This is an optimization exercise on Yosys and OpenROAD, whose aim is small area, not a production implementation. RTL that was checked went through simulation tests only; none was proved equivalent to the original. Power and IR drop assume default switching activity.

==> flow/design.v <==
`default_nettype none
package ctrl_pkg;
  typedef logic [8-1:0] addr_t;
  typedef logic [32-1:0] data_t;
  typedef logic [32/8-1:0] strb_t;
endpackage
`default_nettype wire
`default_nettype none
module ctrl_regs_top (
  input  wire                                             clk,
  input  wire                                             rst_n,
  input  wire ctrl_pkg::addr_t                            awaddr_i,
  input  wire                                             awvalid_i,
  output wire                                             awready_o,
  input  wire ctrl_pkg::data_t                            wdata_i,
  input  wire ctrl_pkg::strb_t                            wstrb_i,
  input  wire                                             wvalid_i,
  output wire                                             wready_o,
  output wire                                             bvalid_o,
  input  wire                                             bready_i,
  input  wire ctrl_pkg::addr_t                            araddr_i,
  input  wire                                             arvalid_i,
  output wire                                             arready_o,
  output wire ctrl_pkg::data_t                            rdata_o,
  output wire                                             rvalid_o,
  input  wire                                             rready_i,
  output wire                                             ap_start_o,
  input  wire                                             ap_done_i,
  input  wire                                             ap_ready_i,
  input  wire                                             ap_idle_i,
  output wire                                             irq_o,
  output wire [2*6*32-1:0]          port_regs_o
);
  logic [1:0] wst_q;
  logic [3:0] widx_q;
  logic       aw_hit;
  logic       w_hs;
  assign awready_o = ~wst_q[1] & ~wst_q[0];
  assign wready_o  = wst_q[0];
  assign bvalid_o  = wst_q[1] & ~wst_q[0];
  assign aw_hit = (awaddr_i[7:6] == 2'b00) && (awaddr_i[1:0] == 2'b00);
  assign w_hs   = wvalid_i & wst_q[0] & ~wst_q[1];
  always_ff @(posedge clk) begin
    if (!rst_n) begin
      wst_q <= 2'b00;
    end else begin
      case (wst_q)
        2'b00:   if (awvalid_i) wst_q <= {~aw_hit, 1'b1};
        2'b10:   if (bready_i)  wst_q <= 2'b00;
        default: if (wvalid_i)  wst_q <= 2'b10;
      endcase
    end
  end
  always_ff @(posedge clk) begin
    if (awready_o) begin
      widx_q <= awaddr_i[5:2];
    end
  end
  logic [15:0] wsel;
  logic [31:0] wd;
  logic [3:0]  lane;
  for (genvar k = 0; k < 16; k++) begin : g_wsel
    assign wsel[k] = w_hs & (widx_q == k);
  end
  assign lane = wstrb_i;
  assign wd   = wdata_i & {32{rst_n}};
  logic [31:0] preg_q [12];
  for (genvar k = 0; k < 12; k++) begin : g_word
    for (genvar b = 0; b < 4; b++) begin : g_lane
      logic en;
      assign en = (wsel[k+4] & lane[b]) | ~rst_n;
      always_ff @(posedge clk) begin
        if (en) begin
          preg_q[k][8*b +: 8] <= wd[8*b +: 8];
        end
      end
    end
  end
  for (genvar p = 0; p < 2; p++) begin : g_port
    assign port_regs_o[192*p +: 192] = {preg_q[6*p+1], preg_q[6*p+0],
                                        preg_q[6*p+3], preg_q[6*p+2],
                                        preg_q[6*p+4], preg_q[6*p+5]};
  end
  logic       start_q;
  logic       done_q;
  logic       auto_restart_q;
  logic       gie_q;
  logic [1:0] ier_q;
  logic [1:0] isr_q;
  logic       wr_ctrl;
  logic       wr_gie;
  logic       wr_ier;
  logic       wr_isr;
  logic       rd_ctrl;
  assign wr_ctrl = wsel[0] & lane[0];
  assign wr_gie  = wsel[1] & lane[0];
  assign wr_ier  = wsel[2] & lane[0];
  assign wr_isr  = wsel[3] & lane[0];
  assign rd_ctrl = arvalid_i & arready_o & (araddr_i == 8'h00);
  assign ap_start_o = start_q;
  assign irq_o      = gie_q & (isr_q[0] | isr_q[1]);
  always_ff @(posedge clk) begin
    if (wr_ctrl | ~rst_n) auto_restart_q <= wd[7];
    if (wr_gie  | ~rst_n) gie_q          <= wd[0];
    if (wr_ier  | ~rst_n) ier_q          <= wd[1:0];
  end
  always_ff @(posedge clk) begin
    if (!rst_n) begin
      start_q <= 1'b0;
      done_q  <= 1'b0;
      isr_q   <= 2'b00;
    end else begin
      if (wr_ctrl && wdata_i[0]) begin
        start_q <= 1'b1;
      end else if (ap_ready_i) begin
        start_q <= auto_restart_q;
      end
      if (ap_done_i) begin
        done_q <= 1'b1;
      end else if (rd_ctrl) begin
        done_q <= 1'b0;
      end
      isr_q <= {ier_q[1] & ap_ready_i, ier_q[0] & ap_done_i} |
               (isr_q ^ (wdata_i[1:0] & {2{wr_isr}}));
    end
  end
  logic        rd_q;
  logic [31:0] rword;
  logic [31:0] rdata_q;
  logic        ar_hit;
  assign arready_o = ~rd_q;
  assign rvalid_o  = rd_q;
  assign rdata_o   = rdata_q;
  always_ff @(posedge clk) begin
    if (!rst_n) begin
      rd_q <= 1'b0;
    end else if (rd_q) begin
      rd_q <= ~rready_i;
    end else begin
      rd_q <= arvalid_i;
    end
  end
  assign ar_hit = (araddr_i[7:6] == 2'b00) && (araddr_i[1:0] == 2'b00);
  logic [15:0] rsel;
  logic [31:0] ctrl_word;
  for (genvar k = 0; k < 16; k++) begin : g_rsel
    assign rsel[k] = ar_hit & (araddr_i[5:2] == k);
  end
  always_comb begin
    ctrl_word = '0;
    ctrl_word[7] = auto_restart_q & rsel[0];
    ctrl_word[3] = ap_ready_i & rsel[0];
    ctrl_word[2] = ap_idle_i & rsel[0];
    ctrl_word[1] = (done_q & rsel[0]) | (ier_q[1] & rsel[2]) | (isr_q[1] & rsel[3]);
    ctrl_word[0] = (start_q & rsel[0]) | (gie_q & rsel[1]) | (ier_q[0] & rsel[2]) |
                   (isr_q[0] & rsel[3]);
  end
  for (genvar i = 0; i < 32; i++) begin : g_rbit
    logic [3:0] grp_n;
    for (genvar g = 0; g < 4; g++) begin : g_grp
      rd_aoi222 u_aoi (
        .a0 (preg_q[3*g+0][i]), .s0 (rsel[3*g+4]),
        .a1 (preg_q[3*g+1][i]), .s1 (rsel[3*g+5]),
        .a2 (preg_q[3*g+2][i]), .s2 (rsel[3*g+6]),
        .y  (grp_n[g])
      );
    end
    assign rword[i] = ~(&grp_n) | ctrl_word[i];
  end
  always_ff @(posedge clk) begin
    if (arvalid_i & arready_o) begin
      rdata_q <= rword;
    end
  end
endmodule
`default_nettype wire
module rd_aoi222 (
  input  wire a0,
  input  wire s0,
  input  wire a1,
  input  wire s1,
  input  wire a2,
  input  wire s2,
  output wire y
);
  assign y = ~((a0 & s0) | (a1 & s1) | (a2 & s2));
endmodule
==> flow/config.mk <==
export PLATFORM = sky130hd
export DESIGN_NAME = ctrl_regs_top
export DESIGN_NICKNAME = ctrl_regs_top
export VERILOG_FILES = /design/flow/design.v
export SDC_FILE = /design/flow/constraint.sdc
export NUM_CORES = 4
export LEC_CHECK = 0
export ABC_AREA = 1
export CAP_MARGIN = 20
export CORE_MARGIN = 2
export CORE_UTILIZATION = 60
export SLEW_MARGIN = 20
export SYNTH_HIERARCHICAL = 1
export SYNTH_MINIMUM_KEEP_SIZE = 0
==> flow/constraint.sdc <==
create_clock -name core_clock -period 10.0 [get_ports {clk}]
set_input_delay 2.0000 -clock core_clock [delete_from_list [all_inputs] [get_ports {clk}]]
set_output_delay 2.0000 -clock core_clock [all_outputs]
set_load 0.01 [all_outputs]
standard.sh (not shown) runs the stock make flow with config.mk's settings and CLKGATE_MAP_FILE= SYNTH_SCRIPT=/design/flow/synth_recipe.tcl, a recipe that flattens the netlist after the stock synthesis.
==> flow/flow/run.sh <==
#!/bin/bash
# The standard layout, with three changes:
#  - synthesis maps the logic with an area-oriented ABC script (flow/abc_area.script);
#    registers, their names and cells are those of the standard synthesis
#  - the port buffers use the smallest buffer cell
#  - clock tree: fewer, smaller clock buffers and no dummy loads
set -euo pipefail
rm -rf myscripts
cp -r "$FLOW_HOME/scripts" myscripts
cp flow/abc_area.script myscripts/abc_area.script
bash standard.sh SCRIPTS_DIR="$PWD/myscripts" synth > synth_make.log 2>&1
export BUFFER_PORTS_ARGS="-buffer_cell sky130_fd_sc_hd__buf_1"
export CTS_ARGS="-sink_clustering_enable -repair_clock_nets -dont_use_dummy_load -sink_clustering_size 16 -sink_clustering_max_diameter 80 -buf_list sky130_fd_sc_hd__clkbuf_8"
bash standard.sh > layout_make.log 2>&1
==> flow/flow/abc_area.script <==
strash
&get -n
&dch -f
&nf -R 1000
&put
topo
Then changed:
--- a/flow/design.v
+++ b/flow/design.v
@@ -60,6 +60,7 @@
   logic [31:0] wd;
   logic [3:0]  lane;
-  for (genvar k = 0; k < 16; k++) begin : g_wsel
-    assign wsel[k] = w_hs & (widx_q == k);
+  always_comb begin
+    wsel = '0;
+    wsel[widx_q] = w_hs;
   end
   assign lane = wstrb_i;
@@ -144,6 +145,7 @@
   logic [15:0] rsel;
   logic [31:0] ctrl_word;
-  for (genvar k = 0; k < 16; k++) begin : g_rsel
-    assign rsel[k] = ar_hit & (araddr_i[5:2] == k);
+  always_comb begin
+    rsel = '0;
+    rsel[araddr_i[5:2]] = ar_hit;
   end
   always_comb begin
=> The changed run completed without violations; flip-flop and latch count is unchanged; total power climbs by 0.31%; critical path depth rose by 2; cell count came out higher by 0.30%; routed wire length barely changes; non-clock buffer count goes up by 14; combinational power rises by 7.6%; sequential share of layout area fell by 0.77 points; final area went up by about 1.1%; area after synthesis rose by 0.45%; register-to-register slack loses 0.58 ns; via count decreases by about 2%; setup slack loses 0.37 ns.
For the first run of this note, only the layout was checked, not whether the RTL still works.

## separate check: timing with driven ports
Ports are ideal in the flow. The routed layouts listed here were re-timed in OpenROAD. Step 1 assumes that a clkbuf_16 drives the clock port and a buf_2 every other input. Step 2 moves the port delays by t, midway between the first and last clock arrival at a register: inputs arrive t later, outputs are due t later. That takes back most of the time a late clock gives input paths. Slacks: ideal / step 1 / step 2; pairs: ideal / step 1.
run | t, ns | setup WS [ns] | clock arrival spread, ns | pins driven straight from the clock port
the first run | 0.661 | 5.612 / 5.639 / 4.978 | 0.046 / 0.047 | 1
the second run | 0.653 | 5.237 / 5.267 / 4.614 | 0.042 / 0.041 | 1
After both steps setup and hold are still met in every run listed. For the first run, which loses most, drivers alone change the setup slack by +0.027 ns; drivers and shift together by -0.634 ns.
